Background: an optimization exercise with open tools, aiming at small area. Do not read the settings as production practice. Function was checked by simulation only, so behaviour that the tests miss may differ from the original. Power figures rest on the tool's default switching activity, not on a simulated workload.

==> run a: inputs <==
## synth_top
module synth_top
(
	input  logic clk,
	input  logic trigger,
	input  logic sck,
	input  logic mosi,
	input  logic cs,
	output logic i2s_bck,
	output logic i2s_lrck,
	output logic i2s_din
);
Settings: LEC_CHECK=0, CAP_MARGIN=20, CORE_MARGIN=2, CORE_UTILIZATION=80, CTS_BUF_LIST=sky130_fd_sc_hd__clkbuf_8, CTS_CLUSTER_DIAMETER=300, CTS_CLUSTER_SIZE=18, SLEW_MARGIN=20; clock period 10.0 ns.
standard.sh (not shown) runs the stock make flow with config.mk's settings and CLKGATE_MAP_FILE= SYNTH_SCRIPT=/design/flow/synth_recipe.tcl, a recipe that flattens the netlist after the stock synthesis.
==> flow/flow/run.sh <==
#!/bin/bash
# The standard layout (standard.sh), with two changes: the clock tree is
# built without balancing dummy loads, in sink clusters of up to 19 behind
# clkbuf_8 buffers, from a clkbuf_2 root, and the ports are buffered with
# buf_1 cells. Each tool's output goes to flow.log.
set -euo pipefail
export CTS_ARGS="-sink_clustering_enable -repair_clock_nets -sink_clustering_size 19 -sink_clustering_max_diameter 300 -buf_list sky130_fd_sc_hd__clkbuf_8 -root_buf sky130_fd_sc_hd__clkbuf_2 -dont_use_dummy_load"
export BUFFER_PORTS_ARGS="-buffer_cell sky130_fd_sc_hd__buf_1"
bash standard.sh > flow.log 2>&1
==> inputs of run b, as changes to run a <==
--- a/flow/design.v
+++ b/flow/design.v
@@ -21,14 +21,13 @@
 	input  logic   clk,
 	input  logic   trigger,
 	input  logic   sck,
 	input  logic   mosi,
 	input  logic   cs,	 
 	output synth_pkg::pitch_t pitch,
-	output logic   accept,	 
-	output logic   pitch_ok	 
+	output logic   accept	 
 );
 	logic [2:0] sck_sync;
 	logic [1:0] mosi_sync;	 
 	logic [2:0] ncs_sync;	 
 	logic sck_rise;
 	logic cs_rise;
@@ -58,21 +57,17 @@
 	end
 	always_ff @(posedge clk) begin
 		if (sck_rise)
 			shreg <= {shreg[synth_pkg::SPI_WORD_BITS-2:0], mosi_sync[1]};
 	end
 	assign accept = cs_rise && bit_cnt == synth_pkg::SPI_CNT_W'(synth_pkg::SPI_WORD_BITS);
-	always_ff @(posedge clk) begin
-		if (accept)
+	always_ff @(posedge clk or posedge trigger) begin
+		if (trigger)
+			pitch <= '0;
+		else if (accept)
 			pitch <= shreg;
-	end
-	always_ff @(posedge clk or posedge trigger) begin
-		if (trigger)
-			pitch_ok <= 1'b0;
-		else if (accept)
-			pitch_ok <= 1'b1;
 	end
 endmodule
 `default_nettype wire
 `default_nettype none
 `default_nettype wire
 `default_nettype none
@@ -91,35 +86,31 @@
 	output logic i2s_bck,
 	output logic i2s_lrck,
 	output logic i2s_din
 );
 	synth_pkg::pitch_t pitch;
 	logic accept;	 
-	logic pitch_ok;	 
 	spi_word_rx i_rx (
 		.clk     (clk),
 		.trigger (trigger),
 		.sck     (sck),
 		.mosi    (mosi),
 		.cs      (cs),
 		.pitch   (pitch),
-		.accept  (accept),
-		.pitch_ok(pitch_ok)
+		.accept  (accept)
 	);
 	logic [7:0] cnt;	 
-	logic [7:0] v;		 
 	logic       run;	 
 	logic       live;	 
-	assign v = cnt + 1'b1;
 	always_ff @(posedge clk or posedge trigger) begin
 		if (trigger) begin
-			cnt   <= 8'd255;
+			cnt   <= 8'd0;
 			run   <= 1'b0;
 			live  <= 1'b0;
 		end else begin
-			cnt   <= v;
+			cnt   <= cnt + {7'd0, run};
 			run   <= 1'b1;
 			if (cnt == 8'd254)
 				live <= 1'b1;
 		end
 	end
 	logic [4:0] j;		 
@@ -130,44 +121,39 @@
 	assign slot  = cnt[7:5];
 	assign step  = slot == 3'd0;
 	assign vslot = slot == 3'd7;
 	logic [8:0] m;
 	logic       nz;
 	logic       note_pend;
-	logic tick;	 
-	logic m_set;	 
-	logic m_dec;	 
-	assign tick  = cnt == 8'd255;
-	assign m_set = tick & note_pend;
-	assign m_dec = tick & (m != 9'd0);
 	always_ff @(posedge clk or posedge trigger) begin
 		if (trigger) begin
 			m         <= '0;
 			nz        <= 1'b0;
 			note_pend <= 1'b0;
 		end else begin
-			m <= (m - {8'd0, m_dec}) | {9{m_set}};
-			if (m_set)
-				nz <= 1'b1;
-			else if (tick && m == 9'd0)
-				nz <= 1'b0;
-			if (tick)
+			if (cnt == 8'd255) begin
 				note_pend <= accept;	 
-			else if (accept)
+				if (note_pend) begin
+					m  <= 9'd511;
+					nz <= 1'b1;
+				end else if (m != 9'd0) begin
+					m <= m - 1'b1;
+				end else begin
+					nz <= 1'b0;
+				end
+			end else if (accept) begin
 				note_pend <= 1'b1;
+			end
 		end
 	end
 	logic [15:0] snap;
-	logic        snap_ok;
-	always_ff @(posedge clk) begin
-		if (cnt == 8'd0) begin
-			snap    <= {pitch[8:0], pitch[15:9]};
-			snap_ok <= pitch_ok;
-		end else begin
-			snap    <= {snap[0], snap[15:1]};
-		end
+	always_ff @(posedge clk) begin
+		if (cnt == 8'd0)
+			snap <= {pitch[8:0], pitch[15:9]};
+		else
+			snap <= {snap[0], snap[15:1]};
 	end
 	logic [31:0] a_r;
 	logic [31:0] k_r;
 	logic        a_in;
 	logic        k_in;
 	logic        kc;		 
@@ -176,13 +162,13 @@
 	logic [1:0]  aci;
 	logic [2:0]  a_sum;
 	assign k_old = k_r[0] & live;	 
 	assign a_old = a_r[0] & live;
 	assign kci   = (j == 5'd0) ? 1'b1 : kc;
 	assign aci   = (j == 5'd0) ? 2'd0 : ac;
-	assign pbit  = snap[0] & snap_ok & (j >= 5'd8) & (j <= 5'd23);
+	assign pbit  = snap[0] & (j >= 5'd8) & (j <= 5'd23);
 	assign cbit  = synth_pkg::SAW_BASE[j];
 	assign a_sum = a_old + pbit + cbit + aci;
 	assign k_in = step ? (k_old ^ kci) : k_r[0];
 	assign a_in = step ? a_sum[0] : a_r[0];
 	always_ff @(posedge clk) begin
 		k_r <= {k_in, k_r[31:1]};
@@ -252,32 +238,32 @@
 			out_in = dn[6];	 
 		else
 			out_in = out_r[0];
 	end
 	always_ff @(posedge clk)
 		out_r <= {out_in, out_r[31:1]};
-	logic [3:0] lo;
-	logic [1:0] tap;
+	logic [4:0] nb;		 
+	logic [4:0] tp;		 
 	logic       st;
 	logic       din;
-	assign lo  = {1'b0, v[2:0]} + {1'b0, v[5:3]};
-	assign tap = ~(v[7:6] + v[4:3] + {1'b0, lo[3]});
-	always_ff @(posedge clk) begin
-		if (lo[2:0] == 3'd4)
-			case (tap)
+	assign nb = 5'(({1'b0, cnt} + 9'd9) >> 3);
+	assign tp = 5'd28 - nb - cnt[4:0];
+	always_ff @(posedge clk) begin
+		if (tp[2:0] == 3'd0)
+			case (tp[4:3])
 			2'd0:    st <= out_in;	 
 			2'd1:    st <= out_r[8];
 			2'd2:    st <= out_r[16];
 			default: st <= out_r[24];
 			endcase
 	end
 	always_ff @(posedge clk or posedge trigger) begin
 		if (trigger)
 			din <= 1'b0;
 		else if (cnt[2:0] == 3'd7)
 			din <= live & st;
 	end
-	assign i2s_bck  = cnt[2] & run;
-	assign i2s_lrck = cnt[7] & run;
+	assign i2s_bck  = cnt[2];	 
+	assign i2s_lrck = cnt[7];
 	assign i2s_din  = din;
 endmodule
 `default_nettype wire
==> flow/flow/run.sh (replaced) <==
#!/bin/bash
# The standard layout (standard.sh), with one change: the clock tree is
# built without balancing dummy loads, in sink clusters of up to 18 behind
# clkbuf_8 buffers, from a clkbuf_4 root. Each tool's output goes to flow.log.
set -euo pipefail
export CTS_ARGS="-sink_clustering_enable -repair_clock_nets -sink_clustering_size 18 -sink_clustering_max_diameter 300 -buf_list sky130_fd_sc_hd__clkbuf_8 -root_buf sky130_fd_sc_hd__clkbuf_4 -dont_use_dummy_load"
bash standard.sh > flow.log 2>&1
CORE_UTILIZATION = 70   (was 80)
==> summary of the runs <==
Run b produced a clean layout. Run a went through all stages and came out clean.
In run a the die area is lower than in run b, by 14%.
Against run b, the cell count of run a is lower by about 5%.
Against run b, the flip-flop and latch count of run a is higher by 2.
Between run b and run a, the lower synthesized cell count is in run a (gap about 1.6%, measured against run a).
Of run b and run a, run a has the higher worst setup slack (gap 0.073 ns).
Against run b, the sequential power of run a is smaller by about 25%.
==> figures <==
Outcome: run a timing/DRC/antenna clean; run b timing/DRC/antenna clean
Worst Reg2Reg Path Length in Cells: run a 19; run b 20
Routed length on met2: run a 6.359 mm; run b 5.107 mm
Global-route met2 utilization: run a 45.84%; run b 34.43%
Fraction of final layout cells sized beyond drive strength 1: run a 7.801%; run b 8.963%
Area post-placement: run a 0.007286 mm^2; run b 0.007490 mm^2
Total Die Area: run a 0.009697 mm^2; run b 0.01127 mm^2
First-pass GRT wire length: run a 20.38 mm; run b 19.54 mm
Number of nets in the synthesized netlist: run a 600; run b 606
Clk Tree Root Cell: run a sky130_fd_sc_hd__clkbuf_2; run b sky130_fd_sc_hd__clkbuf_4
Adder and majority cell fraction of the synthesized area: run a 9.462%; run b 8.632%
Number of non-clock inverters: run a 34; run b 42
Relative slew slack: run a 59.68%; run b 41.18%
Required arrival time at the worst endpoint: run a 10.59 ns; run b 10.43 ns

[afterwards: timing with drivers on the ports]
The results above use ideal ports. As a check the final layouts listed here were re-extracted and re-timed, cells and wires unchanged. Step 1 assumes that a clkbuf_16 drives the clock port and a buf_2 every other input. Step 2 also shifts input and output timing later by t, the mid clock arrival at the registers, as if the neighbouring blocks saw the same clock. Slacks: ideal ports / drivers / drivers and shift; pairs: ideal ports / drivers.
| run | t, ns | setup WS [ns] | worst hold slack (ns) | latest minus earliest clock arrival (ns) | worst data-port slew with drivers (ns) |
|---|---|---|---|---|---|
| run a | 0.623 | 3.951 / 3.951 / 3.951 | 0.278 / 0.278 / 0.278 | 0.130 / 0.130 | 0.03 |
| run b | 0.591 | 3.879 / 3.879 / 3.879 | 0.309 / 0.309 / 0.309 | 0.039 / 0.039 | 0.04 |
After both steps setup and hold are still met in every run listed.
